Context: an optimization exercise on an open-source flow, tuned for small area, a short achievable clock period and few clock cycles per item. The choices shown serve that exercise and are no tape-out recipe. Function was checked by simulation only, so behaviour that the tests miss may differ from the original.

[flow/constraint.sdc]
create_clock -name core_clock -period 7.0 [get_ports {i_clk}]
set_input_delay 1.4000 -clock core_clock [delete_from_list [all_inputs] [get_ports {i_clk}]]
set_output_delay 1.4000 -clock core_clock [all_outputs]
set_load 0.01 [all_outputs]
[flow/run.sh]
#!/bin/bash
# synth_recipe.tcl (not shown) runs the flow's synth.tcl, then flattens the netlist and writes it again
# the make line also repeats each setting of config.mk as NAME=value (left out here)
make -C /OpenROAD-flow-scripts/flow DESIGN_CONFIG=/design/flow/config.mk WORK_HOME=/design/flow/orfs CLKGATE_MAP_FILE= SYNTH_SCRIPT=/design/flow/synth_recipe.tcl finish
[flow/config.mk]
export PLATFORM = sky130hd
export DESIGN_NAME = overlap_add_fir_convolver
export DESIGN_NICKNAME = overlap_add_fir_convolver
export VERILOG_FILES = /design/flow/design.v
export SDC_FILE = /design/flow/constraint.sdc
export NUM_CORES = 4
export LEC_CHECK = 0
export CAP_MARGIN = 20
export CORE_MARGIN = 2
export CORE_UTILIZATION = 40
export SLEW_MARGIN = 20
[flow/design.v]
package ofc_pkg;
    localparam int SAMPLE_BITS = 16;
    localparam int FRAC_BITS   = 2 * (SAMPLE_BITS - 1);
    localparam int OUT_W       = 38;
    localparam int TAP_IDX_W   = 6;
    localparam int TAP_CNT_W   = 7;
    localparam int MAX_TAPS_DEF = 64;
    localparam int CFG_IDX_W  = 2;
    localparam int CFG_DATA_W = 7;
    localparam logic [CFG_IDX_W-1:0] CFG_TAP_COUNT  = 2'd0;
    localparam logic [CFG_IDX_W-1:0] CFG_INT_OUTPUT = 2'd1;
    localparam logic OP_PUSH = 1'b0;
    localparam logic OP_LOAD = 1'b1;
    typedef struct packed {
        logic push;       
        logic coef_wr;    
        logic issue;      
        logic load_out;   
        logic int_mode;   
    } t_cmd;
    typedef struct packed {
        logic out_valid;  
    } t_status;
endpackage
module ofc_ctrl #(
    parameter int MAX_TAPS = ofc_pkg::MAX_TAPS_DEF
) (
    input  logic                               i_clk,
    input  logic                               i_rst_n,
    input  logic                               i_in_valid,
    output logic                               o_in_stall,
    input  logic                               i_operation,
    input  logic [ofc_pkg::TAP_IDX_W-1:0]      i_tap_index,
    input  logic                               i_out_stall,
    input  logic                               i_cfg_valid,
    output logic                               o_cfg_ready,
    input  logic [ofc_pkg::CFG_IDX_W-1:0]      i_cfg_index,
    input  logic [ofc_pkg::CFG_DATA_W-1:0]     i_cfg_data,
    output ofc_pkg::t_cmd                      o_cmd,
    input  ofc_pkg::t_status                   i_status
);
    localparam int KW = $clog2(MAX_TAPS + 1);
    localparam logic [1:0] S_IDLE  = 2'd0;
    localparam logic [1:0] S_MAC   = 2'd1;
    localparam logic [1:0] S_DRAIN = 2'd2;
    localparam logic [1:0] S_LOAD  = 2'd3;
    logic [1:0]                      r_state;
    logic [1:0]                      n_state;
    logic [KW-1:0]                   r_k;
    logic [KW-1:0]                   n_k;
    logic                            r_drain;
    logic                            n_drain;
    logic [ofc_pkg::TAP_CNT_W-1:0]   r_tap_count;
    logic                            r_int_mode;
    logic [KW-1:0] taps_eff;
    logic          in_acc;
    logic          out_free;
    always_ff @(posedge i_clk) begin
        if (!i_rst_n) begin
            r_tap_count <= ofc_pkg::TAP_CNT_W'(1);
            r_int_mode  <= 1'b0;
        end else if (i_cfg_valid) begin
            case (i_cfg_index)
                ofc_pkg::CFG_TAP_COUNT:  r_tap_count <= i_cfg_data;
                ofc_pkg::CFG_INT_OUTPUT: r_int_mode  <= i_cfg_data[0];
                default: ;
            endcase
        end
    end
    assign o_cfg_ready = 1'b1;
    assign taps_eff = (32'(r_tap_count) > MAX_TAPS) ? KW'(MAX_TAPS) : KW'(r_tap_count);
    assign o_in_stall = (r_state != S_IDLE);
    assign in_acc     = i_in_valid && !o_in_stall;
    assign out_free   = !i_status.out_valid || !i_out_stall;
    always_comb begin
        n_state        = r_state;
        n_k            = r_k;
        n_drain        = r_drain;
        o_cmd          = '0;
        o_cmd.int_mode = r_int_mode;
        case (r_state)
            S_IDLE: begin
                if (in_acc) begin
                    if (i_operation == ofc_pkg::OP_LOAD) begin
                        o_cmd.coef_wr = (32'(i_tap_index) < MAX_TAPS);
                    end else begin
                        o_cmd.push = 1'b1;
                        n_k        = '0;
                        n_drain    = 1'b0;
                        n_state    = (taps_eff == '0) ? S_DRAIN : S_MAC;
                    end
                end
            end
            S_MAC: begin
                o_cmd.issue = 1'b1;
                n_k         = r_k + KW'(1);
                if (n_k == taps_eff) begin
                    n_drain = 1'b0;
                    n_state = S_DRAIN;
                end
            end
            S_DRAIN: begin
                n_drain = 1'b1;
                if (r_drain) begin
                    n_state = S_LOAD;
                end
            end
            S_LOAD: begin
                if (out_free) begin
                    o_cmd.load_out = 1'b1;
                    n_state        = S_IDLE;
                end
            end
            default: begin
                n_state = S_IDLE;
            end
        endcase
    end
    always_ff @(posedge i_clk) begin
        if (!i_rst_n) begin
            r_state <= S_IDLE;
            r_k     <= '0;
            r_drain <= 1'b0;
        end else begin
            r_state <= n_state;
            r_k     <= n_k;
            r_drain <= n_drain;
        end
    end
endmodule
module ofc_datapath #(
    parameter int MAX_TAPS = ofc_pkg::MAX_TAPS_DEF
) (
    input  logic                                i_clk,
    input  logic                                i_rst_n,
    input  ofc_pkg::t_cmd                       i_cmd,
    output ofc_pkg::t_status                    o_status,
    input  logic [ofc_pkg::TAP_IDX_W-1:0]       i_tap_index,
    input  logic signed [ofc_pkg::SAMPLE_BITS-1:0] i_value,
    input  logic                                i_out_stall,
    output logic                                o_out_valid,
    output logic signed [ofc_pkg::OUT_W-1:0]    o_filtered
);
    localparam int AW     = (MAX_TAPS > 1) ? $clog2(MAX_TAPS) : 1;
    localparam int KW     = $clog2(MAX_TAPS + 1);
    localparam int SB     = ofc_pkg::SAMPLE_BITS;
    localparam int PW     = 2 * SB;
    localparam int ACC_W  = PW + KW;
    localparam int FRAC   = ofc_pkg::FRAC_BITS;
    logic signed [SB-1:0] r_coef_mem [MAX_TAPS];
    logic signed [SB-1:0] r_hist_mem [MAX_TAPS];
    logic [AW-1:0]           r_newest;
    logic [AW-1:0]           n_newest;
    logic [AW-1:0]           r_rd_slot;
    logic [KW-1:0]           r_rd_k;
    logic [KW-1:0]           r_fill;
    logic signed [SB-1:0]    r_coef_q;
    logic signed [SB-1:0]    r_hist_q;
    logic                    r_v1;
    logic signed [PW-1:0]    r_prod;
    logic                    r_v2;
    logic signed [ACC_W-1:0] r_acc;
    logic                    r_out_valid;
    logic signed [ofc_pkg::OUT_W-1:0] r_filtered;
    logic signed [ACC_W-1:0] trunc_bias;
    logic signed [ACC_W-1:0] trunc_sum;
    logic signed [ACC_W-1:0] int_part;
    logic signed [ACC_W-1:0] out_sum;
    assign n_newest = (r_newest == AW'(MAX_TAPS - 1)) ? '0 : r_newest + AW'(1);
    always_ff @(posedge i_clk) begin
        if (i_cmd.coef_wr) begin
            r_coef_mem[AW'(i_tap_index)] <= i_value;
        end
        if (i_cmd.issue) begin
            r_coef_q <= r_coef_mem[r_rd_k[AW-1:0]];
        end
    end
    always_ff @(posedge i_clk) begin
        if (i_cmd.push) begin
            r_hist_mem[n_newest] <= i_value;
        end
        if (i_cmd.issue) begin
            r_hist_q <= r_hist_mem[r_rd_slot];
        end
    end
    always_ff @(posedge i_clk) begin
        if (!i_rst_n) begin
            r_newest  <= '0;
            r_rd_slot <= '0;
            r_rd_k    <= '0;
            r_fill    <= '0;
            r_v1      <= 1'b0;
            r_v2      <= 1'b0;
        end else begin
            if (i_cmd.push) begin
                r_newest  <= n_newest;
                r_rd_slot <= n_newest;
                r_rd_k    <= '0;
                if (r_fill != KW'(MAX_TAPS)) begin
                    r_fill <= r_fill + KW'(1);
                end
            end else if (i_cmd.issue) begin
                r_rd_slot <= (r_rd_slot == '0) ? AW'(MAX_TAPS - 1) : r_rd_slot - AW'(1);
                r_rd_k    <= r_rd_k + KW'(1);
            end
            r_v1 <= i_cmd.issue && (r_rd_k < r_fill);
            r_v2 <= r_v1;
        end
    end
    always_ff @(posedge i_clk) begin
        r_prod <= r_coef_q * r_hist_q;
        if (i_cmd.push) begin
            r_acc <= '0;
        end else if (r_v2) begin
            r_acc <= r_acc + ACC_W'(r_prod);
        end
    end
    assign trunc_bias = r_acc[ACC_W-1] ? ACC_W'((64'd1 << FRAC) - 64'd1) : '0;
    assign trunc_sum  = r_acc + trunc_bias;
    assign int_part   = trunc_sum >>> FRAC;
    assign out_sum    = i_cmd.int_mode ? int_part : r_acc;
    always_ff @(posedge i_clk) begin
        if (!i_rst_n) begin
            r_out_valid <= 1'b0;
        end else if (i_cmd.load_out) begin
            r_out_valid <= 1'b1;
        end else if (!i_out_stall) begin
            r_out_valid <= 1'b0;
        end
    end
    always_ff @(posedge i_clk) begin
        if (i_cmd.load_out) begin
            r_filtered <= ofc_pkg::OUT_W'(out_sum);
        end
    end
    assign o_out_valid        = r_out_valid;
    assign o_filtered         = r_filtered;
    assign o_status.out_valid = r_out_valid;
endmodule
module overlap_add_fir_convolver #(
    parameter int MAX_TAPS = ofc_pkg::MAX_TAPS_DEF
) (
    input  logic                                   i_clk,
    input  logic                                   i_rst_n,
    input  logic                                   i_in_valid,
    output logic                                   o_in_stall,
    input  logic                                   i_operation,
    input  logic [ofc_pkg::TAP_IDX_W-1:0]          i_tap_index,
    input  logic signed [ofc_pkg::SAMPLE_BITS-1:0] i_value,
    output logic                                   o_out_valid,
    input  logic                                   i_out_stall,
    output logic signed [ofc_pkg::OUT_W-1:0]       o_filtered,
    input  logic                                   i_cfg_valid,
    output logic                                   o_cfg_ready,
    input  logic [ofc_pkg::CFG_IDX_W-1:0]          i_cfg_index,
    input  logic [ofc_pkg::CFG_DATA_W-1:0]         i_cfg_data
);
    ofc_pkg::t_cmd    cmd;
    ofc_pkg::t_status status;
    ofc_ctrl #(
        .MAX_TAPS (MAX_TAPS)
    ) u_ctrl (
        .i_clk       (i_clk),
        .i_rst_n     (i_rst_n),
        .i_in_valid  (i_in_valid),
        .o_in_stall  (o_in_stall),
        .i_operation (i_operation),
        .i_tap_index (i_tap_index),
        .i_out_stall (i_out_stall),
        .i_cfg_valid (i_cfg_valid),
        .o_cfg_ready (o_cfg_ready),
        .i_cfg_index (i_cfg_index),
        .i_cfg_data  (i_cfg_data),
        .o_cmd       (cmd),
        .i_status    (status)
    );
    ofc_datapath #(
        .MAX_TAPS (MAX_TAPS)
    ) u_datapath (
        .i_clk       (i_clk),
        .i_rst_n     (i_rst_n),
        .i_cmd       (cmd),
        .o_status    (status),
        .i_tap_index (i_tap_index),
        .i_value     (i_value),
        .i_out_stall (i_out_stall),
        .o_out_valid (o_out_valid),
        .o_filtered  (o_filtered)
    );
endmodule
==> impl_metrics.tcl <==
set metrics [dict create \
    status "timing/DRC/antenna clean" \
    drive_gt1_frac 0.228 \
    fin_setup_tns_ns 0 \
    worst_pin_slew_ns 1.07 \
    syn_area_per_cell_um2 18.7 \
    post_drt_via_cell_ratio 5.50 \
    ctsHoldBuffers 0 \
    synth_enable_flop_cells 2118 \
    ys_ff_latch 2236 \
    hp-class "register to register" \
    place_congestion 0.856 \
    synthFlopType "edfxtp_1" \
    synthesis.area_um2 98000 \
    synth_nets 5720 \
    slew_headroom 0.286 \
    period_share 0.939 \
    start_util 0.403 \
    rsz0062_at_grt "false" \
    post-dp-hpwl_um 150000 \
    async_reset_ff_frac 0 \
    final_core_util 0.456 \
    clk_pin_slew_ns 0.07 \
    slew_viol_final 0 \
    cts_max_level 4 \
    cts_sinks 2236 \
    cts_tree "yes" \
    cts_buffer_depth 3 \
    skew_ns 0.0828 \
    critPathSlowestCell "edfxtp_1" \
    drv_cap 0 \
    drt_iter0_markers 4866 \
    wl_per_cell_um 27.1 \
    worstPathArrival_ns 7.36 \
    cp-start-kind "register" \
    hold_slack_ns 0.481 \
    grt_max_degree 115 \
    cts_resized 0 \
    core_um2 243000 \
    fp.dieArea_um2 249000 \
    seq_area_frac_synth 0.673 \
    path_cells "and2_1, fa_1, inv_1, fa_1, fa_1, fa_1, inv_1, fa_1, inv_1, fa_1, inv_1, ha_1, and3_1, a31oi_1, o211ai_1, a41oi_1, o31ai_1, o2111ai_1, o2bb2ai_1, o21ai_0, a21oi_1, xnor2_1" \
    antenna_found_initial 26 \
    yosysUniqueCellTypes 80 \
    period_needed_ns 6.58 \
    cpMostUsedCell "fa_1" \
    area_delta_synth_final_pct 13.3 \
    drt_pass1_iterations 5 \
    required_ns 7.79 \
    ys.warnings.count 2 \
    critPathMaxStageDelay_ns 0.68 \
    port_buffers 76 \
    grt_usage 0.193 \
    stdcell_count 8922 \
    fin_area_um2 111000 \
    gr-total-overflow 0 \
    cts_root_buffer "clkbuf_16" \
    antenna_left 0 \
    nNetsFinal 5978 \
    grt_pass1_vias 50200 \
    rows 181 \
    place_area_um2 103000 \
    crit_fanout 16 \
    grt_pass1_wl_um 352000 \
    drt-total-wl_um 242000 \
    post-cts-setup-buffers 0 \
    synthCells 5253 \
    die_h_um 499 \
    dp_cells 8486 \
    end_kind "register" \
    die_width_um 499 \
    max_freq_mhz 152 \
    hold_viol 0 \
    cts_buffers 225 \
    drc 0 \
    finalSetupViolCount 0 \
    vias 49100 \
    fill_cells 20500 \
    clock_latency_ns 0.90 \
    crit_type "register to register" \
    boundaryPins 78 \
]
-- registers in the layout, indices dropped and copies added, names as in the netlist, 16 cells and up --
name,flops
u_datapath.r_hist_q,16
u_datapath.r_hist_mem,1024
u_datapath.r_acc,39
u_datapath.r_filtered,38
u_datapath.r_prod,32
u_datapath.r_coef_q,16
u_datapath.r_coef_mem,1024
-- cell usage after synthesis, types with 7 or more instances --
| cell | number | area, µm² |
|---|---|---|
| edfxtp_1 | 2118 | 63600 |
| mux4_2 | 628 | 14100 |
| inv_1 | 359 | 1350 |
| nor2_1 | 264 | 991 |
| fa_1 | 263 | 5270 |
| nand2_1 | 203 | 762 |
| ha_1 | 167 | 2090 |
| clkbuf_1 | 158 | 593 |
| a21oi_1 | 126 | 631 |
| and2_1 | 126 | 788 |
| dfxtp_1 | 118 | 2360 |
| mux2i_1 | 80 | 801 |
| xnor2_1 | 80 | 701 |
| o21ai_0 | 72 | 360 |
| buf_2 | 47 | 235 |
| a21o_1 | 44 | 330 |
| nand3_1 | 32 | 160 |
| o21ai_2 | 32 | 280 |
| xor2_1 | 23 | 201 |
| buf_1 | 22 | 82.6 |
| nand2b_1 | 19 | 119 |
| nor3_1 | 18 | 90.1 |
| mux2_2 | 17 | 191 |
| nor2b_1 | 16 | 100 |
| buf_4 | 15 | 113 |
| nand4_1 | 14 | 87.6 |
| a31oi_1 | 12 | 75.1 |
| o21bai_1 | 12 | 90.1 |
| nand3b_1 | 11 | 82.6 |
| a221oi_1 | 10 | 87.6 |
| o21a_1 | 10 | 75.1 |
| a211oi_1 | 9 | 67.6 |
| a22oi_1 | 8 | 60.1 |
| and3_1 | 8 | 50.1 |
| o221ai_1 | 8 | 70.1 |
| o22ai_1 | 7 | 43.8 |
-- routing by layer --
| layer | GRT usage | part of all wire | vias to the layer above | wire (µm) |
|---|---|---|---|---|
| li1 | - | - | 21000 | - |
| met1 | 0.282 | 0.44 | 26400 | 107000 |
| met2 | 0.305 | 0.47 | 1483 | 114000 |
| met3 | 0.0330 | 0.064 | 265 | 15400 |
| met4 | 0.0440 | 0.021 | 2 | 5020 |
| met5 | 0 | 0.000050 | - | 12 |
-- logic make-up after synthesis --
kind of cell             count (synthesis)  share of synthesized area
adder cells (fa/ha/maj)                430                     0.0750
XOR/XNOR                               104                    0.00943
flip-flops                            2236                      0.673
AO/OA/AOI/OAI                          403                     0.0269
AND/OR/NAND/NOR                        744                     0.0357
multiplexers                           726                      0.155
buffers and inverters                  609                     0.0254
other                                    1                  0.0000383
-- worst max-delay path: cells and delay by family (launching register included) --
family	cells	cell delay, ns
fa+ha+maj	7	3.35
compound gates	8	1.62
flops	1	0.68
simple gates	2	0.54
buf+inv	4	0.20
xor+xnor	1	0.12
-- area by class of cell --
type | count | area [µm²] | area share
tap | 3202 | 4010 | 0.0361
clock buffer | 260 | 5800 | 0.0523
inverter | 359 | 1350 | 0.0121
timing repair buffer | 281 | 2390 | 0.0215
clock inverter | 166 | 1780 | 0.0160
multi-input combinational | 2408 | 29700 | 0.267
sequential | 2236 | 66000 | 0.594
antenna | 10 | 25.0 | 0.000225
-- metrics by stage --
| step | setup slack [ns] |
|---|---|
| floorplan | 1.10 |
| global placement | 0.359 |
| detailed placement | 0.284 |
| CTS | 0.371 |
| global route | 0.0202 |
| finish | 0.424 |
-- layout by cell type (no fill, tap or decap), types with 49 or more instances in the layout --
master / netlist / routed
o21ai_0: 72 / 72
inv_1: 359 / 359
a21oi_1: 126 / 126
nor2_1: 264 / 236
mux4_2: 628 / 628
edfxtp_1: 2118 / 2118
clkinv_1: 0 / 54
and2_1: 126 / 126
fa_1: 263 / 263
nand2_1: 203 / 203
buf_4: 15 / 211
mux2i_1: 80 / 80
clkbuf_16: 0 / 226
xnor2_1: 80 / 80
clkdlybuf4s50_1: 0 / 60
clkinv_2: 0 / 49
dfxtp_1: 118 / 108
ha_1: 167 / 166
-- worst paths after layout --
| check | slack [ns] | endpoint | depth (start not counted) | from |
|---|---|---|---|---|
| max | 0.42 | u_datapath.r_prod[31] | 22 | u_datapath.r_hist_q[4] |
| min | 0.48 | u_ctrl.r_drain | 2 | u_ctrl.r_drain |
| max reg2reg | 0.42 | u_datapath.r_prod[31] | 22 | u_datapath.r_hist_q[4] |
| min reg2reg | 0.48 | u_ctrl.r_drain | 2 | u_ctrl.r_drain |
Testbench counts, summed over its fixed seeds: cycles 65,656, items 1,536.

==> re-timing with driven ports <==
The results above use ideal ports. As a check the final layout listed here was re-extracted and re-timed, cells and wires unchanged. Step 1, drivers: a clkbuf_16 drives i_clk and a buf_2 each remaining input, both assumed. Step 2, shift: input delay + t, output delay - t, t = (earliest + latest rising clock arrival at the registers) / 2. This alone moves slack from input paths to output paths. a / b / c = ideal ports / drivers / drivers and shift; a / b = the first two.
t (ns): 0.943
slack for setup (ns): 0.424 / 0.424 / 0.424
worst setup path after step 2: register to register
latest minus earliest clock arrival (ns): 0.096 / 0.095
cell pins on the clock port's net: 1
After both steps this run still meets setup and hold. For this run, drivers alone change the setup slack by 0.000 ns; drivers and shift together by 0.000 ns.
